Background: an optimization exercise with open tools, aiming at small area, a short achievable clock period and few clock cycles. Do not read the settings as production practice. Function was checked by simulation only, so behaviour that the tests miss may differ from the original. Power and IR drop assume default switching activity.

===== flow/run.sh =====
#!/bin/bash
# synth_recipe.tcl (not shown) runs the flow's synth.tcl, then flattens the netlist and writes it again
# the make line also repeats each setting of config.mk as NAME=value (left out here)
make -C /OpenROAD-flow-scripts/flow DESIGN_CONFIG=/design/flow/config.mk WORK_HOME=/design/flow/orfs CLKGATE_MAP_FILE= SYNTH_SCRIPT=/design/flow/synth_recipe.tcl finish

===== flow/design.v =====
`timescale 1ns/1ps
package fm_index_pkg;
    localparam int OCC_DEPTH  = 64;                   
    localparam int OCC_AW     = $clog2(OCC_DEPTH);    
    localparam int POS_W      = 7;                    
    localparam int READ_DEPTH = 16;                   
    localparam int READ_AW    = $clog2(READ_DEPTH);   
    localparam int RLEN_W     = 5;                    
    typedef logic [1:0] base_t;
    localparam base_t BASE_A = 2'd0;
    localparam base_t BASE_C = 2'd1;
    localparam base_t BASE_G = 2'd2;
    localparam base_t BASE_T = 2'd3;
    typedef logic [POS_W-1:0] pos_t;
    typedef struct packed {
        pos_t cnt_t;
        pos_t cnt_g;
        pos_t cnt_c;
        pos_t cnt_a;
    } occ_entry_t;
    typedef enum logic [1:0] {
        TGT_OCC  = 2'd0,    
        TGT_C    = 2'd1,    
        TGT_READ = 2'd2     
    } load_tgt_t;
    typedef struct packed {
        logic                           valid;
        load_tgt_t                      tgt;
        logic [OCC_AW-1:0]              addr;
        logic [4*POS_W-1:0] data;    
    } load_t;
    typedef struct packed {
        base_t base;     
        logic  first;    
        logic  last;     
    } search_cmd_t;
    typedef struct packed {
        pos_t k;
        pos_t l;
    } interval_t;
    typedef struct packed {
        pos_t k;
        pos_t l;
        pos_t count;    
        logic              found;
        logic [RLEN_W-1:0] steps;    
    } result_t;
endpackage
`timescale 1ns/1ps
module fm_search_top (
    input  logic              clk,
    input  logic              arst_n_i,
    input  logic [36:0]       load_i,        
    input  logic              req_i,
    input  logic [4:0]        read_len_i,    
    output logic              ack_o,
    output logic [26:0]       result_o       
);
    localparam int PW = fm_index_pkg::POS_W;
    fm_index_pkg::load_t load;
    assign load = fm_index_pkg::load_t'(load_i);
    logic run_q;     
    logic ack_q;     
    logic ph_q;      
    logic start;
    logic busy;
    assign busy  = run_q | ack_q;
    assign start = req_i & ~busy;
    logic load_ok;
    assign load_ok = load.valid & ~busy;
    logic [4*PW-1:0] occ_q [64];
    logic [PW-1:0]   c_tab [4];
    logic [1:0]      rb_q  [16];
    for (genvar r = 0; r < 64; r++) begin : g_occ
        always_ff @(posedge clk) begin
            if (load_ok && load.tgt == fm_index_pkg::TGT_OCC && load.addr == 6'(r))
                occ_q[r] <= load.data;
        end
    end
    for (genvar c = 0; c < 4; c++) begin : g_c
        always_ff @(posedge clk) begin
            if (load_ok && load.tgt == fm_index_pkg::TGT_C && load.addr[1:0] == 2'(c))
                c_tab[c] <= load.data[PW-1:0];
        end
    end
    for (genvar i = 0; i < 16; i++) begin : g_rb
        always_ff @(posedge clk) begin
            if (load_ok && load.tgt == fm_index_pkg::TGT_READ && load.addr[3:0] == 4'(i))
                rb_q[i] <= load.data[1:0];
        end
    end
    logic [1:0] rb_m1 [16];
    for (genvar x = 0; x < 16; x++) begin : g_rbv
        assign rb_m1[x] = rb_q[(x + 15) % 16];
    end
    function automatic logic [11:0] predecode(input logic [5:0] x, input logic zero);
        logic [11:0] pd;
        for (int g = 0; g < 3; g++) begin
            for (int v = 0; v < 4; v++) begin
                pd[4*g + v] = (x[2*g +: 2] == 2'(v)) & ~(g == 0 && zero);
            end
        end
        predecode = pd;
    endfunction
    function automatic logic [63:0] rowsel_pd(input logic [11:0] pd);
        logic [63:0] rs;
        for (int r = 0; r < 64; r++) begin
            rs[r] = pd[(r + 1) % 4] & pd[4 + ((r + 1) / 4) % 4] & pd[8 + ((r + 1) % 64) / 16];
        end
        rowsel_pd = rs;
    endfunction
    function automatic logic [63:0] rowsel(input logic [5:0] x, input logic zero);
        logic [63:0] rs;
        for (int r = 0; r < 64; r++) begin
            rs[r] = (x == 6'((r + 1) % 64)) & ~zero;
        end
        rowsel = rs;
    endfunction
    logic [1:0]      c_q;        
    logic [3:0]      i_q;        
    logic [63:0]     rs_q;       
    logic [4*PW-1:0] row_q;      
    logic [PW-1:0]   ok_q;       
    logic            ck_q;       
    logic [PW-1:0]   k_q, l_q, count_q;
    logic            found_q;
    logic [4:0]      steps_q;
    logic [4*PW-1:0] m_row;
    always_comb begin
        m_row = '0;
        for (int r = 0; r < 64; r++) begin
            if (rs_q[r]) m_row = m_row | occ_q[r];
        end
    end
    logic [PW:0]   s_j  [4];    
    logic          e_j  [4];    
    logic [PW-1:0] n_j  [4];    
    for (genvar j = 0; j < 4; j++) begin : g_a
        logic [PW-1:0] cnt;
        assign cnt    = row_q[j*PW +: PW];
        assign s_j[j] = {1'b0, c_tab[j]} + {1'b0, cnt};
        assign e_j[j] = (ck_q == s_j[j][PW]) ? (ok_q >= cnt) : s_j[j][PW];
        assign n_j[j] = e_j[j] ? '0 : PW'(cnt - ok_q);
    end
    logic [PW:0]   sum;
    logic          empty;
    logic          done;
    assign sum   = s_j[c_q];
    assign empty = e_j[c_q];
    assign done  = empty | (i_q == '0);
    logic [11:0]   pd_c [4];
    for (genvar j = 0; j < 4; j++) begin : g_pdc
        assign pd_c[j] = predecode(c_tab[j][5:0], c_tab[j] == '0);
    end
    logic [1:0]    c1;    
    logic [PW-1:0] k1;
    assign c1 = rb_m1[read_len_i[3:0]];
    assign k1 = c_tab[c1];
    always_ff @(posedge clk) begin
        row_q <= m_row;
        if (start)      rs_q <= rowsel_pd(pd_c[c1]);
        else if (run_q) rs_q <= rowsel(sum[5:0], ph_q && sum[PW-1:0] == '0);
        else            rs_q <= rowsel(6'd0, 1'b0);
    end
    always_ff @(posedge clk) begin
        if (start) begin
            c_q     <= c1;
            i_q     <= read_len_i[3:0] - 4'd1;
            k_q     <= k1;
            ok_q    <= '0;
            ck_q    <= 1'b0;
            steps_q <= '0;
        end else if (run_q) begin
            if (ph_q) begin
                k_q  <= sum[PW-1:0];
                ok_q <= row_q[c_q*PW +: PW];
                ck_q <= sum[PW];
            end else begin
                l_q     <= sum[PW-1:0];
                found_q <= ~empty;
                count_q <= n_j[c_q];
                steps_q <= steps_q + 1'b1;
                c_q     <= rb_m1[i_q];
                i_q     <= i_q - 1'b1;
            end
        end
    end
    always_ff @(posedge clk or negedge arst_n_i) begin
        if (!arst_n_i) begin
            run_q <= 1'b0;
            ack_q <= 1'b0;
            ph_q  <= 1'b0;
        end else begin
            if (start) begin
                run_q <= 1'b1;
                ph_q  <= 1'b0;
            end else if (run_q) begin
                ph_q <= ~ph_q;
                if (!ph_q && done) begin
                    run_q <= 1'b0;
                    ack_q <= 1'b1;
                end
            end else if (ack_q && !req_i) begin
                ack_q <= 1'b0;
            end
        end
    end
    fm_index_pkg::result_t result;
    assign result.k     = k_q;
    assign result.l     = l_q;
    assign result.found = found_q;
    assign result.count = count_q;
    assign result.steps = steps_q;
    assign result_o = result;
    assign ack_o    = ack_q;
endmodule

===== flow/constraint.sdc =====
create_clock -name core_clock -period 5.5 [get_ports {clk}]
set_input_delay 1.1000 -clock core_clock [delete_from_list [all_inputs] [get_ports {clk}]]
set_output_delay 1.1000 -clock core_clock [all_outputs]
set_load 0.01 [all_outputs]

===== flow/config.mk =====
export PLATFORM = sky130hd
export DESIGN_NAME = fm_search_top
export DESIGN_NICKNAME = fm_search_top
export VERILOG_FILES = /design/flow/design.v
export SDC_FILE = /design/flow/constraint.sdc
export NUM_CORES = 4
export LEC_CHECK = 0
export CAP_MARGIN = 20
export CORE_MARGIN = 2
export CORE_UTILIZATION = 50
export CTS_CLUSTER_DIAMETER = 100
export CTS_CLUSTER_SIZE = 20
export SETUP_SLACK_MARGIN = 2.8
export SLEW_MARGIN = 20

==> impl_metrics.env, run 1 <==
export IMPL_holdBufCountCts=0
export IMPL_num_rows=141
export IMPL_crit_path_end_kind="flip-flop"
export IMPL_r2r_start="rs_q[61]"
export IMPL_tightest_slew_ns=1.121
export IMPL_layout_common_cells="edfxtp_1, a22o_1, a221oi_1, buf_4, nand4_1"
export IMPL_cp_required_ns=6.02
export IMPL_n_fill_cell=10970
export IMPL_setup_violations=0
export IMPL_clk_latency_ns=0.78
export IMPL_holdWs_ns=0.4622
export IMPL_wl_per_cell_um=47.13
export IMPL_r2r_end="row_q[21]"
export IMPL_crit_slowest_cell="or4b_4"
export IMPL_yosys_register_bits=1988
export IMPL_path_common_cell="buf_12"
export IMPL_final_common_cell="edfxtp_1"
export IMPL_die_width_um=389.1
export IMPL_dp_hpwl_um=162000
export IMPL_grt_pass1_wl_um=393500
export IMPL_met1_length_um=104400
export IMPL_wl_met2_um=131000
export IMPL_r2r_setup_slack_ns=2.75
export IMPL_io_buffers=71
export IMPL_critPathArrivalTime_ns=3.34
export IMPL_seqPwrFrac=0.478
export IMPL_rsz0062_at_grt="true"
export IMPL_drive_gt1_frac=0.2041
export IMPL_ys_async_sr_fraction=0.001509
export IMPL_gr_usage_all_layers=0.3905
export IMPL_p_int_mw=24.58
export IMPL_core_area_mm2=0.1475
export IMPL_grt_antenna_before_repair=17
export IMPL_finalSetupTns_ns=0
export IMPL_numCtsBuffers=110
export IMPL_startpoint_type="input port"
export IMPL_criticalPathCategory="in -> reg"
export IMPL_status="complete, no violations"
export IMPL_placed_area_mm2=0.07892
export IMPL_p_per_area_mw_per_mm2=436.7
export IMPL_syn_avg_cell_area_um2=18.12
export IMPL_ant_nets=0
export IMPL_min_delay_worst_endpoint="ok_q[3]"
export IMPL_worstPathCellList="buf_12, inv_8, ha_4, or4b_4, nor2_4, a31oi_4, buf_12, buf_6, mux2i_1, mux2i_4, buf_12, buf_4, nand2_1, nand2_1"
export IMPL_synth_flop_cell="edfxtp_1"
export IMPL_p_clk_frac=0.230
export IMPL_nets=4510
export IMPL_grt_pass1_vias=43650
export IMPL_power_switching_share=0.3403
export IMPL_final_min_clock_period_ns=2.821
export IMPL_yosysTopAreaCell="edfxtp_1"
export IMPL_num_vias=48160
export IMPL_timing_final_crit_share=0.5129
export IMPL_gr_total_overflow=0
export IMPL_relSlewSlack=0.2528
export IMPL_p_sw_mw=12.68
export IMPL_synth_edf_count=1880
export IMPL_die_h_um=389.1
export IMPL_hold_viol_final=0
export IMPL_syn_area_mm2=0.07416
export IMPL_ys_warn_count=9
export IMPL_routed_via_density=7.553
export IMPL_power_leakage_nw=27.00
export IMPL_htree_levels=3
export IMPL_die_area_mm2=0.1514
export IMPL_drc=0
export IMPL_synthTopCellsByArea="edfxtp_1, a221oi_1, a22o_1"
export IMPL_ys_seq_area_frac=0.7906
export IMPL_clockBufferDepth=3
export IMPL_wirelength_um=300500
export IMPL_fin_area_mm2=0.08533
export IMPL_cap_violations=0
export IMPL_synth_top_area_frac=0.7612
export IMPL_multi_input_area_mm2=0.01642
export IMPL_routed_top_layer="met5"
export IMPL_hold_path_class="reg -> reg"
export IMPL_rr_worst_depth=5
export IMPL_cpPeakStageDelay_ns=0.59
export IMPL_grt_max_degree=85
export IMPL_p_comb_frac=0.291
export IMPL_gp_congestion=0.8733
export IMPL_worstHoldStart="ok_q[3]"
export IMPL_drtIter0Drc=9811
export IMPL_clk_pin_slew_ns=0.09
export IMPL_cp_max_fo=7
export IMPL_peakVddDrop_v=0.0003712
export IMPL_ys_types=82
export IMPL_area_sequential_mm2=0.05877
export IMPL_dr_wl_met3_um=45610
export IMPL_final_util=0.5785
export IMPL_start_util=0.5029
export IMPL_syn_nets=4214
export IMPL_whs_path_depth=2
export IMPL_area_delta_synth_final_pct=15.05
export IMPL_synth_cells=4094
export IMPL_fin_worst_skew_ns=0.03229
export IMPL_cts_root_buf="clkbuf_16"
export IMPL_clkSinkCount=1988
export IMPL_cts_tree="yes"
export IMPL_firstDrtPassIters=7
export IMPL_fmax_ghz=0.3545
export IMPL_slew_violations=0
export IMPL_ios=73
## synth_stat cells, types with 4 or more instances
cell type  count
a22o_1       451
a21oi_1       44
xor2_1        17
o31ai_1        5
ha_1          67
mux4_2        12
fa_1           8
nor3b_1        6
buf_2          8
inv_1         38
mux2i_2        5
clkbuf_1     135
mux2i_4        4
o22ai_2       10
o21ai_0       40
a211oi_1      17
nor2b_1       19
nand2b_1       9
mux2i_1       26
o22ai_1       56
a221oi_1     451
a31oi_1        4
dfxtp_1      105
o21ai_1        5
nor2_1       138
nand4_1      118
a222oi_1       5
buf_4          5
nand3_1       14
nand3b_1       5
xnor2_1       19
mux2_2         6
nand3_2       13
nand2_1      100
buf_1         85
o21bai_1       8
a21o_1        14
a22oi_1       17
or4_1         29
o21a_1         6
edfxtp_1    1880
nor3_1        23
buf_6          5
## power groups by stage
stage | Clock [mW] | Combinational [mW] | Sequential (mW)
2_1_floorplan | 0 | 4.84 | 17.6
3_3_place_gp | 0 | 8.69 | 18.2
3_5_place_dp | 0 | 8.73 | 18.2
4_1_cts | 8.58 | 9.64 | 17.8
5_1_grt | 9.06 | 11.1 | 17.8
6_report | 8.59 | 10.8 | 17.8
## metal layers
metal  vias up  track usage
met5         -     0.005104
met4        14       0.2068
met3       936       0.1143
met2      4387       0.5778
met1     24920       0.5249
li1      17900            -
## logic make-up (layout without fill, tap and decap cells)
group	after synthesis	in the layout	synth area share
xor gates and xnor gates	36	36	0.004251
DFF	1988	1988	0.7906
adders and majority gates	77	77	0.01373
muxes	57	57	0.01086
AOI/OAI and AO/OA	1168	1169	0.1313
other	0	6	0
buffers and inverters	278	620	0.01496
and+or+nand+nor	490	493	0.03432
## metrics by stage
stage	instances	setup WS [ns]	power, mW
3_5_place_dp	6034	0.7789	26.89
6_report	6376	2.679	37.26
5_1_grt	6372	2.655	37.95
3_3_place_gp	6034	0.7770	26.86
4_1_cts	6332	2.692	36.01
2_1_floorplan	4094	2.294	22.42
## final cells by class
| cell class | count | share of cell area |
|---|---|---|
| Antenna cell | 6 | 0.0001760 |
| Clock buffer | 152 | 0.03436 |
| Clock inverter | 10 | 0.001540 |
| Inverter | 40 | 0.002068 |
| Multi-Input combinational cell | 1832 | 0.1924 |
| Sequential cell | 1988 | 0.6887 |
| Tap cell | 1930 | 0.02830 |
| Timing Repair Buffer | 418 | 0.05244 |
## worst max path at each step
| stage | start | depth (start not counted) | slack, ns | end |
|---|---|---|---|---|
| after global routing | ok_q[1] | 11 | 2.65 | count_q[5] |
| final | read_len_i[0] | 14 | 2.68 | k_q[4] |
| after global placement | read_len_i[1] | 10 | 0.78 | rs_q[58] |
| after CTS | ok_q[1] | 11 | 2.69 | run_q |
| after detailed placement | read_len_i[1] | 10 | 0.78 | rs_q[21] |
| after floorplan | read_len_i[1] | 11 | 2.29 | k_q[6] |
## worst max-delay path: cells and delay by family
| kind | cells | cell delay (ns) |
|---|---|---|
| adders and majority gates | 1 | 0.18 |
| and+or+nand+nor | 4 | 0.92 |
| AOI/OAI and AO/OA | 1 | 0.05 |
| muxes | 2 | 0.38 |
| buffers and inverters | 6 | 0.70 |
## registers in the layout (all words and copies together), names as in the netlist, 2 cells and up
register and flops:
rs_q 64, c_q 2, k_q 7, ok_q 7, l_q 7, c_tab 28, count_q 7, steps_q 5
rb_q 32, occ_q 1792, row_q 28, i_q 4
## timing repair
action	CTS	global route
buffers inserted	129	36
pin swaps	90	69
cloned	7	1
gates resized for setup	226	160
setup endpoints to repair	1928	668
Testbench counts, summed over its fixed seeds: cycles 29,897.
==> run 2: changes to the inputs <==
--- a/flow/config.mk
+++ b/flow/config.mk
@@ -8,7 +8,6 @@
 export CAP_MARGIN = 20
 export CORE_MARGIN = 2
-export CORE_UTILIZATION = 50
-export CTS_CLUSTER_DIAMETER = 100
-export CTS_CLUSTER_SIZE = 20
-export SETUP_SLACK_MARGIN = 2.8
+export CORE_UTILIZATION = 35
+export CTS_BUF_LIST = sky130_fd_sc_hd__clkbuf_8
+export SETUP_SLACK_MARGIN = 3.0
 export SLEW_MARGIN = 20
==> run 2 against run 1 <==
Still clean on timing, DRC and antenna. Global-route usage shrank 11 points. Via count rose by 6.7%. Clock power is 35% higher. Die area increased by 42%. Sequential power barely moved. Register-to-register slack hardly changed. Worst hold slack got worse by 0.16 ns. Maximum frequency grew 2.3%. Flip-flop and latch count stayed put. Sequential share of layout area down 4.9 points. Worst setup slack gained 0.063 ns. Combinational power grew about 10%. Largest cell class unchanged.
==> impl_metrics.env, run 2 <==
export IMPL_status="complete, no violations"
export IMPL_hold_viol_final=0
export IMPL_p_per_area_mw_per_mm2=451.3
export IMPL_firstDrtPassIters=9
export IMPL_dp_hpwl_um=162800
export IMPL_tightest_slew_ns=1.133
export IMPL_wirelength_um=324200
export IMPL_hold_path_class="in -> async"
export IMPL_core_area_mm2=0.2102
export IMPL_num_rows=168
export IMPL_clk_pin_slew_ns=0.06
export IMPL_numCtsBuffers=322
export IMPL_regMostFlops="occ_q"
export IMPL_setup_violations=0
export IMPL_final_util=0.4371
export IMPL_num_vias=51390
export IMPL_finalSetupTns_ns=0
export IMPL_worstPathCellList="ha_1, o21ai_1, o21bai_1, a31o_2, a211o_1, o31a_1, o21ai_4, a2111o_1, a31o_1"
export IMPL_synth_edf_count=1880
export IMPL_top_regs="occ_q (1792), rs_q (64), rb_q (32)"
export IMPL_cp_max_fo=8
export IMPL_area_delta_synth_final_pct=23.88
export IMPL_grt_pass1_vias=45770
export IMPL_synthTopCellsByArea="edfxtp_1, a221oi_1, a22o_1"
export IMPL_slew_violations=0
export IMPL_gr_usage_all_layers=0.2773
export IMPL_rsz0062_at_grt="true"
export IMPL_nets=4834
export IMPL_die_area_mm2=0.2156
export IMPL_largest_reg_flops=1792
export IMPL_ys_types=82
export IMPL_ys_async_sr_fraction=0.001509
export IMPL_final_min_clock_period_ns=2.758
export IMPL_crit_slowest_cell="a2111o_1"
export IMPL_synth_xor_area_frac=0.004251
export IMPL_grt_pass1_wl_um=405300
export IMPL_grt_max_degree=85
export IMPL_drive_gt1_frac=0.2688
export IMPL_synth_top_family_by_area="compound AO/OA/AOI/OAI gates"
export IMPL_clk_latency_ns=1.13
export IMPL_io_buffers=71
export IMPL_muxShareOfSynthArea=0.01086
export IMPL_r2r_setup_slack_ns=2.74
export IMPL_relSlewSlack=0.2447
export IMPL_fin_worst_skew_ns=0.1572
export IMPL_gp_congestion=0.8775
export IMPL_r2r_start="row_q[10]"
export IMPL_peakVddDrop_v=0.0003542
export IMPL_wl_per_cell_um=41.83
export IMPL_syn_avg_cell_area_um2=18.12
export IMPL_placed_area_mm2=0.07998
export IMPL_synth_top_area_frac=0.7612
export IMPL_yosys_register_bits=1988
export IMPL_ys_warn_count=9
export IMPL_fin_area_mm2=0.09188
export IMPL_synth_adder_area_share=0.01373
export IMPL_holdBufCountCts=0
export IMPL_start_util=0.3528
export IMPL_rr_worst_depth=9
export IMPL_synth_compound_area_frac=0.1313
export IMPL_critPathArrivalTime_ns=3.63
export IMPL_crit_path_end_kind="flip-flop"
export IMPL_gr_total_overflow=0
export IMPL_r2r_end="run_q"
export IMPL_ios=73
export IMPL_synthTopCellsByCount="edfxtp_1, a221oi_1, a22o_1"
export IMPL_synth_cells=4094
export IMPL_fin_total_pwr_mw=41.46
export IMPL_cp_required_ns=6.38
export IMPL_layout_common_cells="edfxtp_1, a22o_1, a221oi_1, clkbuf_8, buf_4"
export IMPL_ys_seq_area_frac=0.7906
export IMPL_area_sequential_mm2=0.05880
export IMPL_final_common_cell="edfxtp_1"
export IMPL_cts_root_buf="clkbuf_8"
export IMPL_clockBufferDepth=4
export IMPL_cts_tree="yes"
export IMPL_synth_flop_cell="edfxtp_1"
export IMPL_synthSimpleGateAreaFrac=0.03432
export IMPL_cap_violations=0
export IMPL_worst_slack_ns=2.742
export IMPL_drtIter0Drc=10240
export IMPL_yosysTopAreaCell="edfxtp_1"
export IMPL_grt_antenna_before_repair=28
export IMPL_routed_via_density=6.630
export IMPL_multi_input_area_mm2=0.01676
export IMPL_clkSinkCount=1988
export IMPL_syn_nets=4214
export IMPL_ant_nets=0
export IMPL_cpPeakStageDelay_ns=0.57
export IMPL_n_fill_cell=18130
export IMPL_criticalPathCategory="reg -> reg"
export IMPL_startpoint_type="flip-flop"
export IMPL_die_width_um=464.3
export IMPL_holdWs_ns=0.3037
export IMPL_die_h_um=464.3
export IMPL_final_cells=7751
export IMPL_dp_slack_ns=0.7814
export IMPL_syn_area_mm2=0.07416
export IMPL_drc=0
export IMPL_synth_most_common_cell="edfxtp_1"
export IMPL_dp_cells=6913
export IMPL_fmax_ghz=0.3626
export IMPL_power_leakage_nw=29.78
export IMPL_timing_final_crit_share=0.5014
export IMPL_htree_levels=5
[run 2: cell count changes in the layout (fill, tap and decap cells not counted), moves of 32 or more]
cell / change
clkbuf_8: +329
inv_1: +108
clkbuf_16: -73
clkinv_1: +65
buf_4: -59
buf_6: +57
clkbuf_1: -41
buf_12: +32
[run 2: power by group]
group	leakage (nW)	switching (mW)	internal [mW]	total, mW
registers	17.8	0.864	17.1	18.0
clock network	3.23	5.89	5.71	11.6
logic	8.70	7.57	4.32	11.9
[run 2: metal layers]
layer  up-vias  wire, µm  track usage
met5         -       232            0
met4        24     23060       0.1372
met3      1289     57030       0.1027
met1     25970    108800       0.3663
met2      5361    135000       0.4005
li1      18740         -            -
[run 2: cell type report]
cell class,instances,share of cell area
timing repair buffer,528,0.07705
antenna,13,0.0003541
sequential,1988,0.6400
clock inverter,213,0.01057
inverter,40,0.001988
clock buffer,330,0.04943
tap,2805,0.03820
multi-input combinational,1834,0.1824
[run 2: worst max-delay path by stage]
stage | to | slack (ns) | from
3_5_place_dp | rs_q[43] | 0.78 | read_len_i[1]
3_3_place_gp | rs_q[44] | 0.79 | read_len_i[1]
4_1_cts | run_q | 2.76 | ok_q[1]
5_1_grt | run_q | 2.69 | ok_q[1]
2_1_floorplan | k_q[6] | 2.29 | read_len_i[1]
6_report | run_q | 2.74 | row_q[10]
[run 2: cell families after synthesis]
logic type      after synthesis
flops                      1988
simple gates                490
mux                          57
compound gates             1168
fa+ha+maj                    77
buf+inv                     278
xor+xnor                     36
[run 2: critical path, delay by kind of cell, from the launching register on]
| family | cells | cell delay, ns |
|---|---|---|
| AOI/OAI and AO/OA | 8 | 1.83 |
| DFF | 1 | 0.39 |
| adders and majority gates | 1 | 0.40 |
[run 2: repair_timing]
item,CTS,global route
buffers inserted,152,64
setup endpoints to repair,1965,871
resized for setup,447,290
pin swaps,82,113
gates cloned,16,45
==> run 3: changes to the inputs <==
--- a/flow/config.mk
+++ b/flow/config.mk
@@ -12,2 +12,3 @@
 export SETUP_SLACK_MARGIN = 3.0
 export SLEW_MARGIN = 20
+export TNS_END_PERCENT = 5
==> run 3 against run 2 <==
Core utilization fell by 1.3 points. Area after synthesis is the same. Critical path depth rose by 1. Largest cell class unchanged. Non-clock buffer count decreased by 107. Sequential power barely moved. Worst setup slack worse by 0.12 ns. First-iteration DRC count decreased by 6.5%. Sequential share of layout area rose by 2.0 points. Clock power about the same. Largest power group unchanged. Still clean. Clock-buffer cell count rose by 10. Power shrank 1.4%. Clock skew shrank 0.044 ns.
==> impl_metrics.env, run 3 <==
export IMPL_status="complete, no violations"
export IMPL_dp_slack_ns=0.8389
export IMPL_clkSinkCount=1988
export IMPL_r2r_setup_slack_ns=2.62
export IMPL_grt_max_degree=85
export IMPL_routed_via_density=6.559
export IMPL_rsz0062_at_grt="true"
export IMPL_yosys_register_bits=1988
export IMPL_final_min_clock_period_ns=2.880
export IMPL_num_rows=168
export IMPL_synth_cells=4094
export IMPL_syn_nets=4214
export IMPL_start_util=0.3528
export IMPL_criticalPathCategory="reg -> reg"
export IMPL_ys_types=82
export IMPL_ant_nets=0
export IMPL_power_leakage_nw=28.85
export IMPL_crit_path_end_kind="flip-flop"
export IMPL_top_regs="occ_q (1792), rs_q (64), rb_q (32)"
export IMPL_htree_levels=5
export IMPL_yosysTopAreaCell="edfxtp_1"
export IMPL_syn_area_mm2=0.07416
export IMPL_area_delta_synth_final_pct=20.21
export IMPL_die_width_um=464.3
export IMPL_relSlewSlack=0.2366
export IMPL_drc=0
export IMPL_critPathArrivalTime_ns=3.79
export IMPL_grt_pass1_vias=45820
export IMPL_core_area_mm2=0.2102
export IMPL_io_buffers=71
export IMPL_r2r_end="rs_q[63]"
export IMPL_synthTopCellsByCount="edfxtp_1, a221oi_1, a22o_1"
export IMPL_synth_flop_cell="edfxtp_1"
export IMPL_hold_path_class="in -> async"
export IMPL_slew_violations=0
export IMPL_setup_violations=0
export IMPL_p_per_area_mw_per_mm2=458.5
export IMPL_gr_total_overflow=0
export IMPL_ios=73
export IMPL_cap_violations=0
export IMPL_layout_common_cells="edfxtp_1, a22o_1, a221oi_1, clkbuf_8, buf_4"
export IMPL_startpoint_type="flip-flop"
export IMPL_regMostFlops="occ_q"
export IMPL_finalSetupTns_ns=0
export IMPL_synth_top_area_frac=0.7612
export IMPL_clk_latency_ns=1.10
export IMPL_rr_worst_depth=10
export IMPL_grt_antenna_before_repair=22
export IMPL_area_sequential_mm2=0.05880
export IMPL_cts_tree="yes"
export IMPL_wirelength_um=311200
export IMPL_peakVddDrop_v=0.0003508
export IMPL_holdBufCountCts=0
export IMPL_ys_async_sr_fraction=0.001509
export IMPL_hold_viol_final=0
export IMPL_synth_most_common_cell="edfxtp_1"
export IMPL_drtIter0Drc=9566
export IMPL_clk_pin_slew_ns=0.06
export IMPL_dp_hpwl_um=162500
export IMPL_cp_max_fo=3
export IMPL_crit_slowest_cell="edfxtp_1"
export IMPL_die_area_mm2=0.2156
export IMPL_cp_required_ns=6.41
export IMPL_grt_pass1_wl_um=403900
export IMPL_worstPathCellList="ha_4, fa_2, a211oi_1, o21bai_1, a21oi_1, xnor2_1, mux2i_1, a221o_1, a211o_1, o221ai_1"
export IMPL_largest_reg_flops=1792
export IMPL_numCtsBuffers=329
export IMPL_tightest_slew_ns=1.145
export IMPL_ys_seq_area_frac=0.7906
export IMPL_final_common_cell="edfxtp_1"
export IMPL_wl_per_cell_um=40.64
export IMPL_drive_gt1_frac=0.2370
export IMPL_syn_avg_cell_area_um2=18.12
export IMPL_r2r_start="c_tab[1][0]"
export IMPL_clockBufferDepth=4
export IMPL_n_fill_cell=18450
export IMPL_gr_usage_all_layers=0.2761
export IMPL_cts_root_buf="clkbuf_8"
export IMPL_ys_warn_count=9
export IMPL_firstDrtPassIters=9
export IMPL_fmax_ghz=0.3473
export IMPL_synthTopCellsByArea="edfxtp_1, a221oi_1, a22o_1"
export IMPL_die_h_um=464.3
export IMPL_fin_total_pwr_mw=40.87
export IMPL_nets=4732
export IMPL_num_vias=50220
export IMPL_multi_input_area_mm2=0.01611
export IMPL_fin_worst_skew_ns=0.1134
export IMPL_worst_slack_ns=2.620
export IMPL_cpPeakStageDelay_ns=0.49
export IMPL_gp_congestion=0.8912
export IMPL_timing_final_crit_share=0.5236
export IMPL_synth_edf_count=1880
-- run 3: cell count changes in the layout (fill, tap and decap cells not counted), moves of 18 or more --
cell,previous run,this run
buf_12,116,73
buf_4,179,197
buf_6,84,50
buf_8,34,15
clkbuf_16,39,8
dlygate4sd2_1,0,23
o22ai_1,11,35
o22ai_2,50,31
-- run 3: how the worst max path moves through the flow --
stage	startpoint	end	slack, ns	cells past startpoint
after detailed placement	read_len_i[1]	rs_q[51]	0.84	10
after global routing	ok_q[1]	run_q	2.55	10
final	c_tab[1][0]	rs_q[63]	2.62	10
after floorplan	read_len_i[1]	k_q[6]	2.29	11
after CTS	ok_q[1]	run_q	2.67	10
after global placement	read_len_i[1]	rs_q[54]	0.93	10
-- run 3: logic make-up (layout without fill, tap and decap cells) --
family / Yosys count / after routing / synth area share
muxes: 57 / 57 / 0.01086
and+or+nand+nor: 490 / 494 / 0.03432
buffers and inverters: 278 / 1020 / 0.01496
adders and majority gates: 77 / 77 / 0.01373
xor gates and xnor gates: 36 / 36 / 0.004251
other: 0 / 12 / 0
DFF: 1988 / 1988 / 0.7906
AOI/OAI and AO/OA: 1168 / 1168 / 0.1313
-- run 3: power breakdown --
| group | internal, mW | total [mW] | switching (mW) | leakage (nW) |
|---|---|---|---|---|
| clock | 5.83 | 11.7 | 5.91 | 3.32 |
| combinational | 3.96 | 11.1 | 7.15 | 7.68 |
| sequential | 17.1 | 18.0 | 0.930 | 17.8 |
-- run 3: layer usage --
metal | track usage | vias to the layer above | share of wire
li1 | - | 18480 | -
met1 | 0.3590 | 25620 | 0.34
met2 | 0.4031 | 5025 | 0.43
met3 | 0.1009 | 1077 | 0.17
met4 | 0.1446 | 26 | 0.062
met5 | 0 | - | 0.0012
-- run 3: timing repair --
action | CTS | global route
cloned | 16 | 9
setup endpoints to repair | 1973 | 1686
resized for setup | 309 | 144
pin swaps | 87 | 40
setup buffers | 107 | 34
-- run 3: layout make-up --
cell class | count | area share
inverters | 40 | 0.001923
multi-input cells | 1832 | 0.1807
well taps | 2805 | 0.03937
clock buffers | 340 | 0.05249
diodes | 12 | 0.0003368
repair buffers | 421 | 0.05471
flip-flops and latches | 1988 | 0.6595
clock inverters | 219 | 0.01092
-- run 3: worst max-delay path, delay by kind of cell (launching register included) --
| kind | cells | cell delay [ns] |
|---|---|---|
| DFF | 1 | 0.49 |
| xor gates and xnor gates | 1 | 0.16 |
| adders and majority gates | 2 | 0.60 |
| muxes | 1 | 0.10 |
| AOI/OAI and AO/OA | 6 | 1.43 |
-- run 3: stage by stage --
stage               cell area, µm²  hold WS (ns)  std cells    util
floorplan                    74510        0.4363       4094       -
global placement             79880        0.4470       6919  0.3800
detailed placement           79880        0.4554       6919  0.3800
CTS                          88030        0.2347       7601  0.4188
global route                 89130        0.2751       7649  0.4240
finish                       89150        0.2950       7657  0.4241
==> run 4: changes to the inputs <==
--- a/flow/config.mk
+++ b/flow/config.mk
@@ -10,5 +10,4 @@
 export CORE_UTILIZATION = 35
 export CTS_BUF_LIST = sky130_fd_sc_hd__clkbuf_8
-export SETUP_SLACK_MARGIN = 3.0
+export SETUP_SLACK_MARGIN = 2.7
 export SLEW_MARGIN = 20
-export TNS_END_PERCENT = 5
==> run 4 against run 3 <==
Clock-buffer cell count shrank 6. Clock skew shrank 0.014 ns. Wire length shrank 1.9%. First-iteration DRC count shrank 1.2%. Clock power is essentially flat. Die area is the same. Flip-flop and latch count is the same. Register-to-register slack is essentially flat. Highest routed layer unchanged.
==> impl_metrics.env, run 4 <==
export IMPL_status="complete, no violations"
export IMPL_syn_area_mm2=0.07416
export IMPL_layout_common_cells="edfxtp_1, a22o_1, a221oi_1, clkbuf_8, buf_4"
export IMPL_relSlewSlack=0.2242
export IMPL_grt_pass1_vias=45170
export IMPL_drc=0
export IMPL_htree_levels=5
export IMPL_startpoint_type="flip-flop"
export IMPL_r2r_start="rs_q[4]"
export IMPL_grt_antenna_before_repair=27
export IMPL_core_area_mm2=0.2102
export IMPL_start_util=0.3528
export IMPL_synth_edf_count=1880
export IMPL_syn_avg_cell_area_um2=18.12
export IMPL_numCtsBuffers=325
export IMPL_gr_total_overflow=0
export IMPL_num_vias=49680
export IMPL_num_rows=168
export IMPL_cts_root_buf="clkbuf_8"
export IMPL_synth_cells=4094
export IMPL_cts_tree="yes"
export IMPL_syn_nets=4214
export IMPL_gp_congestion=0.8765
export IMPL_nets=4667
export IMPL_gr_usage_all_layers=0.2727
export IMPL_n_fill_cell=18590
export IMPL_finalSetupTns_ns=0
export IMPL_largest_reg_flops=1792
export IMPL_fin_area_mm2=0.08780
export IMPL_io_buffers=71
export IMPL_clk_latency_ns=1.07
export IMPL_clockBufferDepth=4
export IMPL_timing_final_crit_share=0.5252
export IMPL_wirelength_um=305300
export IMPL_ys_seq_area_frac=0.7906
export IMPL_synth_most_common_cell="edfxtp_1"
export IMPL_die_h_um=464.3
export IMPL_yosysTopAreaCell="edfxtp_1"
export IMPL_holdWs_ns=0.2758
export IMPL_routed_via_density=6.548
export IMPL_dp_cells=6889
export IMPL_drive_gt1_frac=0.2170
export IMPL_clkSinkCount=1988
export IMPL_ys_warn_count=9
export IMPL_clk_pin_slew_ns=0.06
export IMPL_firstDrtPassIters=17
export IMPL_synth_flop_cell="edfxtp_1"
export IMPL_r2r_setup_slack_ns=2.61
export IMPL_hold_path_class="in -> async"
export IMPL_setup_violations=0
export IMPL_area_delta_synth_final_pct=18.39
export IMPL_dp_hpwl_um=160700
export IMPL_placed_area_mm2=0.07981
export IMPL_final_min_clock_period_ns=2.889
export IMPL_ant_nets=0
export IMPL_synthTopCellsByCount="edfxtp_1, a221oi_1, a22o_1"
export IMPL_r2r_end="row_q[9]"
export IMPL_peakVddDrop_v=0.0003179
export IMPL_rsz0062_at_grt="true"
export IMPL_top_regs="occ_q (1792), rs_q (64), rb_q (32)"
export IMPL_tightest_slew_ns=1.164
export IMPL_synth_top_area_frac=0.7612
export IMPL_die_width_um=464.3
export IMPL_p_per_area_mw_per_mm2=458.2
export IMPL_synthTopCellsByArea="edfxtp_1, a221oi_1, a22o_1"
export IMPL_wl_per_cell_um=40.23
export IMPL_hold_viol_final=0
export IMPL_holdBufCountCts=0
export IMPL_crit_path_end_kind="flip-flop"
export IMPL_fmax_ghz=0.3462
export IMPL_fin_worst_skew_ns=0.09899
export IMPL_ys_types=82
export IMPL_yosys_register_bits=1988
export IMPL_ys_async_sr_fraction=0.001509
export IMPL_power_leakage_nw=28.20
export IMPL_ios=73
export IMPL_cp_required_ns=6.31
export IMPL_die_area_mm2=0.2156
export IMPL_cp_max_fo=16
export IMPL_grt_pass1_wl_um=399900
export IMPL_final_common_cell="edfxtp_1"
export IMPL_final_cells=7588
export IMPL_grt_max_degree=85
export IMPL_rr_worst_depth=5
export IMPL_critPathArrivalTime_ns=3.70
export IMPL_slew_violations=0
export IMPL_cap_violations=0
export IMPL_criticalPathCategory="reg -> reg"
export IMPL_drtIter0Drc=9453
export IMPL_regMostFlops="occ_q"
run 4: cell types whose count changed in the layout (fill, tap and decap cells not counted), sizes merged, moves of 2 or more:
cell / change
buf: -50
clkdlybuf4s15: +20
dlygate4sd2: -20
clkbuf: -13
clkinv: -12
bufbuf: -5
bufinv: +5
inv: +3
nand2: -2
nand3: +2
run 4: kinds of logic (layout without fill, tap and decap cells):
kind of cell,Yosys count,after routing,share of synthesized area
AO/OA/AOI/OAI,1168,1169,0.1313
adder cells (fa/ha/maj),77,77,0.01373
AND/OR/NAND/NOR,490,494,0.03432
multiplexers,57,57,0.01086
flip-flops,1988,1988,0.7906
XOR/XNOR,36,36,0.004251
buffers and inverters,278,949,0.01496
other,0,13,0
run 4: area by class of cell:
| cell class | instances | area (µm²) | area share |
|---|---|---|---|
| Inverter | 40 | 173.9 | 0.001981 |
| Sequential cell | 1988 | 58750 | 0.6691 |
| Multi-Input combinational cell | 1833 | 15780 | 0.1797 |
| Tap cell | 2805 | 3510 | 0.03997 |
| Antenna cell | 13 | 32.53 | 0.0003705 |
| Timing Repair Buffer | 359 | 3867 | 0.04405 |
| Clock inverter | 216 | 1095 | 0.01247 |
| Clock buffer | 334 | 4597 | 0.05236 |
run 4: worst max-delay path by stage:
stage                       start          to  cells after the start
floorplan           read_len_i[1]      k_q[6]                     11
global placement    read_len_i[1]    rs_q[15]                     10
detailed placement  read_len_i[1]    rs_q[24]                     10
CTS                       ok_q[1]       run_q                     10
global route              ok_q[1]  count_q[3]                     12
finish                    rs_q[4]    row_q[9]                      5
run 4: report_power, final:
group,switching [mW],internal [mW]
clock,5.86,5.97
sequential,0.923,17.1
combinational,6.77,3.61
run 4: worst max-delay path: stages, from the launching register on:
cell,delay [ns]
dfxtp_2,0.60
buf_4,0.42
a22o_1,0.26
a221oi_1,0.27
nand4_1,0.28
or4_1,0.81
run 4: stage by stage:
step                power (mW)  utilization  worst slack (ns)
finish                   40.23       0.4177             2.611
global route             41.18       0.4176             2.594
CTS                      39.16       0.4148             2.650
detailed placement       27.05       0.3797            0.6348
global placement         26.99       0.3796            0.6751
floorplan                22.42            -             2.294
run 4: per-layer routing:
| metal | share of wire | wire length [µm] | GRT usage |
|---|---|---|---|
| met5 | 0.00060 | 184 | 0 |
| met4 | 0.060 | 18380 | 0.1389 |
| met3 | 0.15 | 46880 | 0.08957 |
| met2 | 0.43 | 131600 | 0.4028 |
| met1 | 0.35 | 108300 | 0.3585 |
run 4: timing repair:
action,4_1_cts,5_1_grt
pin swaps,72,44
gates cloned,7,2
hold endpoints to repair,0,0
buffers inserted,103,24
endpoints found under the setup margin,1899,455
gates resized for setup,205,71
==> run 5: changes to the inputs <==
--- a/flow/config.mk
+++ b/flow/config.mk
@@ -10,4 +10,4 @@
 export CORE_UTILIZATION = 35
 export CTS_BUF_LIST = sky130_fd_sc_hd__clkbuf_8
-export SETUP_SLACK_MARGIN = 2.7
+export SETUP_SLACK_MARGIN = 2.8
 export SLEW_MARGIN = 20
==> run 5 against run 4 <==
Global-route usage barely moved. Worst setup slack gained 0.096 ns. Critical endpoint is now row_q[17]. First-iteration DRC count is 5.9% higher. Non-clock buffer count up 47. Via count up 0.37%. Flip-flop and latch count unchanged. Power is 1.7% higher.
==> impl_metrics.env, run 5 <==
export IMPL_cpPeakStageDelay_ns=0.72
export IMPL_synth_top_area_frac=0.7612
export IMPL_tightest_slew_ns=1.162
export IMPL_ios=73
export IMPL_use_met2=0.3998
export IMPL_cts_tree="yes"
export IMPL_drtIter0Drc=10010
export IMPL_yosysTopAreaCell="edfxtp_1"
export IMPL_critical_path_startpoint="rs_q[12]"
export IMPL_gp_congestion=0.8833
export IMPL_largest_reg_flops=1792
export IMPL_cts_root_buf="clkbuf_8"
export IMPL_ant_nets=0
export IMPL_placed_area_mm2=0.07997
export IMPL_synthTopCellsByArea="edfxtp_1, a221oi_1, a22o_1"
export IMPL_p_per_area_mw_per_mm2=462.5
export IMPL_top_regs="occ_q (1792), rs_q (64), rb_q (32)"
export IMPL_p_comb_frac=0.279
export IMPL_clk_latency_ns=1.08
export IMPL_startpoint_type="flip-flop"
export IMPL_gr_usage_met1=0.3588
export IMPL_grt_max_degree=85
export IMPL_grt_pass1_wl_um=400300
export IMPL_synth_most_common_cell="edfxtp_1"
export IMPL_final_min_clock_period_ns=2.792
export IMPL_clk_pin_slew_ns=0.06
export IMPL_hold_viol_final=0
export IMPL_ys_types=82
export IMPL_die_area_mm2=0.2156
export IMPL_p_clk_frac=0.284
export IMPL_clockBufferDepth=4
export IMPL_wirelength_um=305000
export IMPL_firstDrtPassIters=6
export IMPL_peakVddDrop_v=0.0003175
export IMPL_p_int_mw=26.88
export IMPL_cp_required_ns=6.34
export IMPL_syn_nets=4214
export IMPL_fin_area_mm2=0.08849
export IMPL_critPathArrivalTime_ns=3.63
export IMPL_cap_violations=0
export IMPL_fmax_ghz=0.3581
export IMPL_top_usage_layer="met2"
export IMPL_synth_flop_cell="edfxtp_1"
export IMPL_gr_total_overflow=0
export IMPL_crit_path_end_kind="flip-flop"
export IMPL_nets=4717
export IMPL_regMostFlops="occ_q"
export IMPL_num_vias=49870
export IMPL_drive_gt1_frac=0.2459
export IMPL_routed_via_density=6.536
export IMPL_fin_worst_skew_ns=0.07533
export IMPL_synth_cells=4094
export IMPL_wl_per_cell_um=39.97
export IMPL_r2r_start="rs_q[12]"
export IMPL_ys_async_sr_fraction=0.001509
export IMPL_path_common_cell="buf_4"
export IMPL_grt_pass1_vias=45570
export IMPL_finalSetupTns_ns=0
export IMPL_synth_edf_count=1880
export IMPL_ys_warn_count=9
export IMPL_n_fill_cell=18570
export IMPL_worstPathCellList="buf_4, buf_4, a22o_1, a221oi_2, nand4_1, or4_4"
export IMPL_num_rows=168
export IMPL_power_leakage_nw=28.52
export IMPL_gr_usage_all_layers=0.2724
export IMPL_holdBufCountCts=0
export IMPL_syn_area_mm2=0.07416
export IMPL_relSlewSlack=0.2255
export IMPL_crit_slowest_cell="or4_4"
export IMPL_io_buffers=71
export IMPL_htree_levels=5
export IMPL_rsz0062_at_grt="true"
export IMPL_syn_avg_cell_area_um2=18.12
export IMPL_criticalPathCategory="reg -> reg"
export IMPL_final_common_cell="edfxtp_1"
export IMPL_dp_hpwl_um=162500
export IMPL_cp_max_fo=16
export IMPL_drc=0
export IMPL_status="complete, no violations"
export IMPL_core_area_mm2=0.2102
export IMPL_synthTopCellsByCount="edfxtp_1, a221oi_1, a22o_1"
export IMPL_die_width_um=464.3
export IMPL_grt_antenna_before_repair=25
export IMPL_layout_common_cells="edfxtp_1, a22o_1, a221oi_1, clkbuf_8, buf_4"
export IMPL_ys_seq_area_frac=0.7906
export IMPL_die_h_um=464.3
export IMPL_start_util=0.3528
export IMPL_hold_path_class="in -> async"
export IMPL_yosys_register_bits=1988
export IMPL_use_met3=0.09049
export IMPL_clkSinkCount=1988
export IMPL_slew_violations=0
export IMPL_area_delta_synth_final_pct=19.32
export IMPL_setup_violations=0
export IMPL_p_sw_mw=14.05
export IMPL_timing_final_crit_share=0.5077
export IMPL_power_switching_share=0.3432
export IMPL_seqPwrFrac=0.437
export IMPL_numCtsBuffers=326
## run 5: cell types whose count changed in the layout (fill, tap and decap cells not counted), sizes merged
| cell | before | now |
|---|---|---|
| inv | 160 | 143 |
| nand2 | 100 | 102 |
| clkinvlp | 10 | 9 |
| bufinv | 8 | 5 |
| bufbuf | 4 | 0 |
| buf | 318 | 392 |
| nand3 | 29 | 28 |
| a31oi | 6 | 7 |
| diode | 13 | 15 |
| clkbuf | 335 | 333 |
| dlygate4sd2 | 3 | 0 |
| clkdlybuf4s15 | 22 | 0 |
| clkinv | 78 | 94 |
## run 5: path summary, 6_finish.rpt
path | slack [ns] | depth (start not counted) | end
min | 0.28 | 1 | ph_q
max reg2reg | 2.71 | 6 | row_q[17]
max in group asynchronous | 5.04 | 1 | ack_q
min reg2reg | 0.46 | 2 | ok_q[5]
max | 2.71 | 6 | row_q[17]
min in group core_clock | 0.46 | 2 | ok_q[5]
## run 5: layout make-up
cell class                 instances  area, µm²  area share
antenna                           15      37.54   0.0004242
clock buffer                     330       4542     0.05132
clock inverter                   211       1001     0.01131
inverter                          40      178.9    0.002022
multi-input combinational       1835      16410      0.1854
sequential                      1988      58780      0.6642
tap                             2805       3510     0.03966
timing repair buffer             406       4040     0.04565
## run 5: logic make-up after synthesis
| logic type | Yosys count | share of synthesized area |
|---|---|---|
| flops | 1988 | 0.7906 |
| mux | 57 | 0.01086 |
| compound gates | 1168 | 0.1313 |
| fa+ha+maj | 77 | 0.01373 |
| xor+xnor | 36 | 0.004251 |
| buf+inv | 278 | 0.01496 |
| simple gates | 490 | 0.03432 |
## run 5: metrics by stage
stage	std cells	hold WS, ns	setup slack, ns	utilization	power (mW)
after global routing	7617	0.2717	2.599	0.4208	41.84
after detailed placement	6915	0.4469	0.7529	0.3805	27.10
after floorplan	4094	0.4363	2.294	-	22.42
after CTS	7574	0.2215	2.572	0.4149	39.45
final	7630	0.2835	2.708	0.4210	40.93
after global placement	6915	0.4436	0.7497	0.3804	27.05
## run 5: critical path: cells and delay by family (launching register included)
kind | cells | cell delay, ns
buf+inv | 2 | 0.66
flops | 1 | 0.31
compound gates | 2 | 0.57
simple gates | 2 | 1.03
## run 5: power by group through the flow
| stage | combinational, mW | clock (mW) | sequential [mW] |
|---|---|---|---|
| after floorplan | 4.84 | 0 | 17.6 |
| final | 11.4 | 11.6 | 17.9 |
| after global placement | 8.91 | 0 | 18.1 |
| after detailed placement | 8.96 | 0 | 18.1 |
| after CTS | 9.99 | 11.6 | 17.8 |
| after global routing | 11.7 | 12.3 | 17.9 |
## run 5: what timing repair did
item	4_1_cts	5_1_grt
hold endpoints to repair	0	0
cloned	4	5
gates resized for setup	284	176
setup buffers	114	36
setup endpoints to repair	1292	339
pin swaps	70	83
## run 5: routing by layer
| metal | up-vias | part of all wire |
|---|---|---|
| li1 | 18460 | - |
| met1 | 25600 | 0.35 |
| met2 | 4765 | 0.43 |
| met3 | 1029 | 0.16 |
| met4 | 20 | 0.059 |
| met5 | - | 0.00042 |
==> run 6: changes to the inputs <==
--- a/flow/config.mk
+++ b/flow/config.mk
@@ -8,5 +8,5 @@
 export CAP_MARGIN = 20
 export CORE_MARGIN = 2
-export CORE_UTILIZATION = 35
+export CORE_UTILIZATION = 50
 export CTS_BUF_LIST = sky130_fd_sc_hd__clkbuf_8
 export SETUP_SLACK_MARGIN = 2.8
==> run 6 against run 5 <==
Critical path depth is the same. Worst hold slack gained 0.020 ns. Register-to-register slack is essentially flat. Worst setup slack lost 0.011 ns. Global-route usage grew 12 points. Non-clock buffer count is the same.
==> impl_metrics.env, run 6 <==
export IMPL_clkSinkCount=1988
export IMPL_n_fill_cell=11010
export IMPL_drtIter0Drc=9662
export IMPL_layout_common_cells="edfxtp_1, a22o_1, a221oi_1, clkbuf_8, buf_4"
export IMPL_gr_usage_all_layers=0.3959
export IMPL_grt_antenna_before_repair=18
export IMPL_timing_final_crit_share=0.5097
export IMPL_final_min_clock_period_ns=2.803
export IMPL_die_h_um=389.1
export IMPL_status="complete, no violations"
export IMPL_numCtsBuffers=331
export IMPL_synth_edf_count=1880
export IMPL_slew_violations=0
export IMPL_firstDrtPassIters=9
export IMPL_rsz0062_at_grt="true"
export IMPL_fin_total_pwr_mw=40.45
export IMPL_placed_area_mm2=0.07892
export IMPL_clk_pin_slew_ns=0.06
export IMPL_num_rows=141
export IMPL_yosysTopAreaCell="edfxtp_1"
export IMPL_crit_path_end_kind="flip-flop"
export IMPL_startpoint_type="flip-flop"
export IMPL_start_util=0.5029
export IMPL_die_area_mm2=0.1514
export IMPL_regMostFlops="occ_q"
export IMPL_cp_max_fo=16
export IMPL_drive_gt1_frac=0.2379
export IMPL_gr_total_overflow=0
export IMPL_dp_hpwl_um=162000
export IMPL_gp_congestion=0.8733
export IMPL_wirelength_um=305100
export IMPL_area_delta_synth_final_pct=17.70
export IMPL_wl_per_cell_um=45.12
export IMPL_grt_pass1_wl_um=399300
export IMPL_fmax_ghz=0.3567
export IMPL_yosys_register_bits=1988
export IMPL_synth_most_common_cell="edfxtp_1"
export IMPL_fin_area_mm2=0.08729
export IMPL_routed_via_density=7.377
export IMPL_power_leakage_nw=28.70
export IMPL_grt_pass1_vias=45490
export IMPL_core_area_mm2=0.1475
export IMPL_nets=4720
export IMPL_area_sequential_mm2=0.05877
export IMPL_met1_length_um=103200
export IMPL_syn_nets=4214
export IMPL_drc=0
export IMPL_multi_input_area_mm2=0.01613
export IMPL_cp_required_ns=6.32
export IMPL_critPathArrivalTime_ns=3.62
export IMPL_dr_wl_met3_um=49970
export IMPL_clk_latency_ns=1.03
export IMPL_synthTopCellsByArea="edfxtp_1, a221oi_1, a22o_1"
export IMPL_grt_max_degree=85
export IMPL_setup_violations=0
export IMPL_synthTopCellsByCount="edfxtp_1, a221oi_1, a22o_1"
export IMPL_hold_viol_final=0
export IMPL_io_buffers=71
export IMPL_ant_nets=0
export IMPL_largest_reg_flops=1792
export IMPL_peakVddDrop_v=0.0002369
export IMPL_synth_flop_cell="edfxtp_1"
export IMPL_ys_warn_count=9
export IMPL_holdBufCountCts=0
export IMPL_cts_root_buf="clkbuf_8"
export IMPL_ys_async_sr_fraction=0.001509
export IMPL_syn_avg_cell_area_um2=18.12
export IMPL_criticalPathCategory="reg -> reg"
export IMPL_synth_top_area_frac=0.7612
export IMPL_p_per_area_mw_per_mm2=463.3
export IMPL_tightest_slew_ns=1.142
export IMPL_final_common_cell="edfxtp_1"
export IMPL_wl_met2_um=132100
export IMPL_ios=73
export IMPL_num_vias=49890
export IMPL_finalSetupTns_ns=0
export IMPL_worst_slack_ns=2.697
export IMPL_synth_cells=4094
export IMPL_dp_slack_ns=0.7789
export IMPL_htree_levels=5
export IMPL_die_width_um=389.1
export IMPL_top_regs="occ_q (1792), rs_q (64), rb_q (32)"
export IMPL_routed_top_layer="met5"
export IMPL_clockBufferDepth=4
export IMPL_ys_types=82
export IMPL_ys_seq_area_frac=0.7906
export IMPL_cap_violations=0
export IMPL_cts_tree="yes"
export IMPL_syn_area_mm2=0.07416
export IMPL_fin_worst_skew_ns=0.06672
export IMPL_r2r_setup_slack_ns=2.70
export IMPL_relSlewSlack=0.2384
export IMPL_hold_path_class="in -> async"
-- run 6: cell count changes in the layout (fill, tap and decap cells not counted), moves of 6 or more --
| cell | change |
|---|---|
| a22oi_1 | +7 |
| clkbuf_8 | +15 |
| inv_1 | +23 |
| o22ai_1 | +23 |
| clkinv_1 | -12 |
| o22ai_2 | -19 |
| a22oi_2 | -7 |
| or4_1 | +7 |
| clkinvlp_4 | -6 |
| or4_4 | -7 |
-- run 6: path summary, 6_finish.rpt --
| path | from | end | cells after the start |
|---|---|---|---|
| worst min-delay path | arst_n_i | run_q | 1 |
| worst max-delay path | rs_q[11] | row_q[25] | 6 |
| min in group core_clock | ok_q[3] | ok_q[3] | 2 |
| worst min register to register | ok_q[3] | ok_q[3] | 2 |
| worst max register to register | rs_q[11] | row_q[25] | 6 |
| max in group asynchronous | arst_n_i | run_q | 1 |
-- run 6: stage by stage --
step	util	hold WS [ns]	instances
4_1_cts	0.5846	0.2454	6709
6_report	0.5919	0.3034	6763
3_5_place_dp	0.5351	0.4481	6034
5_1_grt	0.5917	0.2847	6754
2_1_floorplan	-	0.4363	4094
3_3_place_gp	0.5351	0.4435	6034
-- run 6: cell type report --
cell class,instances,area share
Sequential cell,1988,0.6732
Multi-Input combinational cell,1833,0.1848
Clock buffer,345,0.05440
Timing Repair Buffer,406,0.04683
Tap cell,1930,0.02766
Clock inverter,210,0.01079
Inverter,40,0.002021
Antenna cell,11,0.0003153
-- run 6: logic make-up (layout without fill, tap and decap cells) --
family | after synthesis | count (layout) | share of synthesized area
xor gates and xnor gates | 36 | 36 | 0.004251
and+or+nand+nor | 490 | 494 | 0.03432
buffers and inverters | 278 | 1001 | 0.01496
DFF | 1988 | 1988 | 0.7906
adders and majority gates | 77 | 77 | 0.01373
other | 0 | 11 | 0
AOI/OAI and AO/OA | 1168 | 1169 | 0.1313
muxes | 57 | 57 | 0.01086
-- run 6: power breakdown --
part           internal [mW]  switching (mW)
sequential              17.1           0.771
combinational           3.79            7.06
clock                   5.94            5.79
-- run 6: timing repair --
| action | 4_1_cts | 5_1_grt |
|---|---|---|
| resized for setup | 266 | 147 |
| setup endpoints to repair | 1923 | 510 |
| pin swaps | 69 | 54 |
| setup buffers | 116 | 37 |
| gates cloned | 4 | 5 |
-- run 6: worst max-delay path, stage by stage, from the launching register on --
cell and delay [ns]:
dfxtp_2 0.31, buf_4 0.26, buf_4 0.35, a22o_1 0.28, a221oi_1 0.47, nand4_1 0.22
or4_4 0.64
-- run 6: layer usage --
metal / vias to the layer above / track usage
met3: 1093 / 0.1252
met1: 25310 / 0.5270
met4: 10 / 0.1998
li1: 18450 / -
met5: - / 0
met2: 5019 / 0.5892
==> run 7: changes to the inputs <==
--- a/flow/config.mk
+++ b/flow/config.mk
@@ -8,6 +8,7 @@
 export CAP_MARGIN = 20
 export CORE_MARGIN = 2
-export CORE_UTILIZATION = 50
-export CTS_BUF_LIST = sky130_fd_sc_hd__clkbuf_8
+export CORE_UTILIZATION = 35
+export CTS_CLUSTER_DIAMETER = 120
+export CTS_CLUSTER_SIZE = 25
 export SETUP_SLACK_MARGIN = 2.8
 export SLEW_MARGIN = 20
==> run 7 against run 6 <==
Cell count is 6.7% higher. Flip-flop and latch count unchanged. Still clean. Critical endpoint is now rs_q[38]. Clock power is 34% lower. Clock skew increased by 0.014 ns. Worst setup slack worse by 0.037 ns. Core utilization shrank 18 points. First-iteration DRC count grew 1.9%. Critical path type unchanged. Area after synthesis unchanged.
==> impl_metrics.env, run 7 <==
export IMPL_final_util=0.4091
export IMPL_dp_slack_ns=0.7529
export IMPL_numCtsBuffers=89
export IMPL_grt_antenna_before_repair=20
export IMPL_fin_worst_skew_ns=0.08040
export IMPL_syn_nets=4214
export IMPL_wl_per_cell_um=42.00
export IMPL_fin_area_mm2=0.08600
export IMPL_synthTopCellsByCount="edfxtp_1, a221oi_1, a22o_1"
export IMPL_hold_viol_final=0
export IMPL_grt_max_degree=85
export IMPL_cap_violations=0
export IMPL_r2r_setup_slack_ns=2.66
export IMPL_worstPathCellList="ha_4, a211oi_2, o21bai_1, buf_4, a21oi_2, mux2_4, o32ai_4, buf_4, buf_6, inv_8, nand2b_4, o22ai_2"
export IMPL_critPathArrivalTime_ns=3.45
export IMPL_final_min_clock_period_ns=2.840
export IMPL_die_area_mm2=0.2156
export IMPL_n_fill_cell=18610
export IMPL_worstHoldStart="ok_q[2]"
export IMPL_whs_path_depth=2
export IMPL_worst_path_buf_inv=4
export IMPL_wirelength_um=303000
export IMPL_power_switching_share=0.3465
export IMPL_syn_area_mm2=0.07416
export IMPL_tightest_slew_ns=1.137
export IMPL_start_util=0.3528
export IMPL_final_cells=7214
export IMPL_hold_path_class="reg -> reg"
export IMPL_drtIter0Drc=9846
export IMPL_synth_cells=4094
export IMPL_drc=0
export IMPL_cp_max_fo=8
export IMPL_final_common_cell="edfxtp_1"
export IMPL_rr_worst_depth=12
export IMPL_gr_usage_all_layers=0.2687
export IMPL_p_per_area_mw_per_mm2=430.2
export IMPL_yosysTopAreaCell="edfxtp_1"
export IMPL_num_rows=168
export IMPL_setup_violations=0
export IMPL_ys_async_sr_fraction=0.001509
export IMPL_ys_types=82
export IMPL_clk_pin_slew_ns=0.11
export IMPL_clkSinkCount=1988
export IMPL_ant_nets=0
export IMPL_gr_total_overflow=0
export IMPL_placed_area_mm2=0.07997
export IMPL_r2r_start="c_tab[1][1]"
export IMPL_synth_most_common_cell="edfxtp_1"
export IMPL_p_comb_frac=0.307
export IMPL_grt_pass1_wl_um=393800
export IMPL_synth_top_area_frac=0.7612
export IMPL_fin_total_pwr_mw=37.00
export IMPL_regMostFlops="occ_q"
export IMPL_ys_warn_count=9
export IMPL_largest_reg_flops=1792
export IMPL_die_width_um=464.3
export IMPL_ys_seq_area_frac=0.7906
export IMPL_num_vias=48370
export IMPL_synth_flop_cell="edfxtp_1"
export IMPL_min_delay_worst_endpoint="ok_q[2]"
export IMPL_crit_slowest_cell="edfxtp_1"
export IMPL_yosys_register_bits=1988
export IMPL_cts_tree="yes"
export IMPL_clk_latency_ns=0.79
export IMPL_synth_edf_count=1880
export IMPL_core_area_mm2=0.2102
export IMPL_routed_via_density=6.705
export IMPL_r2r_end="rs_q[38]"
export IMPL_dp_cells=6915
export IMPL_layout_common_cells="edfxtp_1, a22o_1, a221oi_1, buf_4, nand4_1"
export IMPL_slew_violations=0
export IMPL_power_leakage_nw=26.75
export IMPL_path_delay_family="compound AO/OA/AOI/OAI gates"
export IMPL_nets=4496
export IMPL_drive_gt1_frac=0.2013
export IMPL_top_regs="occ_q (1792), rs_q (64), rb_q (32)"
export IMPL_fmax_ghz=0.3521
export IMPL_timing_final_crit_share=0.5164
export IMPL_criticalPathCategory="reg -> reg"
export IMPL_worst_slack_ns=2.660
export IMPL_clockBufferDepth=3
export IMPL_rsz0062_at_grt="true"
export IMPL_p_sw_mw=12.82
export IMPL_firstDrtPassIters=6
export IMPL_die_h_um=464.3
export IMPL_area_delta_synth_final_pct=15.96
export IMPL_crit_path_end_kind="flip-flop"
export IMPL_cpPeakStageDelay_ns=0.49
export IMPL_peakVddDrop_v=0.0003160
export IMPL_p_int_mw=24.18
export IMPL_gp_congestion=0.8833
export IMPL_ios=73
export IMPL_finalSetupTns_ns=0
export IMPL_htree_levels=3
export IMPL_p_clk_frac=0.210
export IMPL_status="complete, no violations"
export IMPL_cp_required_ns=6.11
export IMPL_cts_root_buf="clkbuf_16"
export IMPL_syn_avg_cell_area_um2=18.12
export IMPL_seqPwrFrac=0.483
export IMPL_multi_input_area_mm2=0.01641
export IMPL_synthTopCellsByArea="edfxtp_1, a221oi_1, a22o_1"
export IMPL_dp_hpwl_um=162500
export IMPL_holdWs_ns=0.4641
export IMPL_path_common_cell="buf_4"
export IMPL_grt_pass1_vias=43280
export IMPL_io_buffers=71
export IMPL_relSlewSlack=0.2423
export IMPL_area_sequential_mm2=0.05877
export IMPL_startpoint_type="flip-flop"
[run 7: worst min-delay path, delay by kind of cell (launching register included)]
kind | cells | cell delay, ns
and+or+nand+nor | 1 | 0.05
AOI/OAI and AO/OA | 1 | 0.05
DFF | 1 | 0.32
[run 7: cell families after synthesis]
logic type | synth area share
buffers and inverters | 0.01496
AO/OA/AOI/OAI | 0.1313
flip-flops | 0.7906
XOR/XNOR | 0.004251
adder cells (fa/ha/maj) | 0.01373
AND/OR/NAND/NOR | 0.03432
multiplexers | 0.01086
[run 7: power by group through the flow]
stage / Clock [mW] / Combinational (mW) / Sequential, mW
after floorplan: 0 / 4.84 / 17.6
after CTS: 7.74 / 10.1 / 17.8
after global placement: 0 / 8.91 / 18.1
after detailed placement: 0 / 8.96 / 18.1
final: 7.76 / 11.4 / 17.9
after global routing: 8.23 / 11.6 / 17.8
[run 7: how the worst max path moves through the flow]
stage                     cells past startpoint     startpoint  endpoint
after global routing                         10    c_tab[3][0]  rs_q[63]
after global placement                       10  read_len_i[1]  rs_q[51]
final                                        12    c_tab[1][1]  rs_q[38]
after detailed placement                     10  read_len_i[1]  rs_q[61]
after floorplan                              11  read_len_i[1]    k_q[6]
after CTS                                     9    c_tab[3][3]     run_q
[run 7: repair_timing]
item | 4_1_cts | 5_1_grt
hold buffers | 0 | 0
buffers inserted | 126 | 36
gates resized for setup | 302 | 123
cloned | 4 | 9
pin swaps | 98 | 78
endpoints found under the hold margin | 0 | 0
endpoints found under the setup margin | 1887 | 660
[run 7: metal layers]
metal  share of wire  GRT usage  vias to the layer above
met4           0.054     0.1113                       16
met5         0.00032          0                        -
li1                -          -                    17820
met1            0.35     0.3624                    25240
met2            0.44     0.4048                     4456
met3            0.16    0.07949                      842
[run 7: cell type report]
type / count / share of cell area
repair buffers: 423 / 0.05367
flip-flops and latches: 1988 / 0.6833
multi-input cells: 1834 / 0.1908
inverters: 40 / 0.002110
well taps: 2805 / 0.04081
clock inverters: 6 / 0.001440
diodes: 8 / 0.0002328
clock buffers: 110 / 0.02756

-- re-timing with driven ports --
In the flow no input, the clock included, has a driving cell. The finished layouts below were timed again as built, in two steps.
Step 1: set_driving_cell puts a clkbuf_16 on clk and a buf_2 on each other input, an assumption about the parent block.
Step 2 also shifts input and output timing later by t, the mid clock arrival at the registers, as if the neighbouring blocks saw the same clock.
Three values: ideal ports, drivers, drivers and shift; two values: the first two.
| run | t (ns) | slack for setup (ns) | worst setup path after step 2 | worst slew at a driven data input, ns | cell pins on the clock port's net |
|---|---|---|---|---|---|
| run 1 | 0.845 | 2.679 / 2.694 / 1.849 | input to register | 0.22 | 1 |
| run 2 | 1.135 | 2.742 / 2.742 / 1.768 | input to register | 0.16 | 1 |
| run 3 | 1.129 | 2.620 / 2.620 / 1.563 | input to register | 0.19 | 1 |
| run 4 | 1.106 | 2.611 / 2.611 / 1.565 | input to register | 0.20 | 1 |
| run 5 | 1.116 | 2.708 / 2.653 / 1.688 | input to register | 0.16 | 1 |
| run 6 | 1.076 | 2.697 / 2.697 / 1.718 | input to register | 0.19 | 1 |
| run 7 | 0.836 | 2.660 / 2.660 / 1.866 | input to register | 0.16 | 1 |
After both steps setup and hold are still met in every run listed. The setup slack of run 3, which loses most, moves by 0.000 ns with the drivers and by -1.057 ns with both steps.
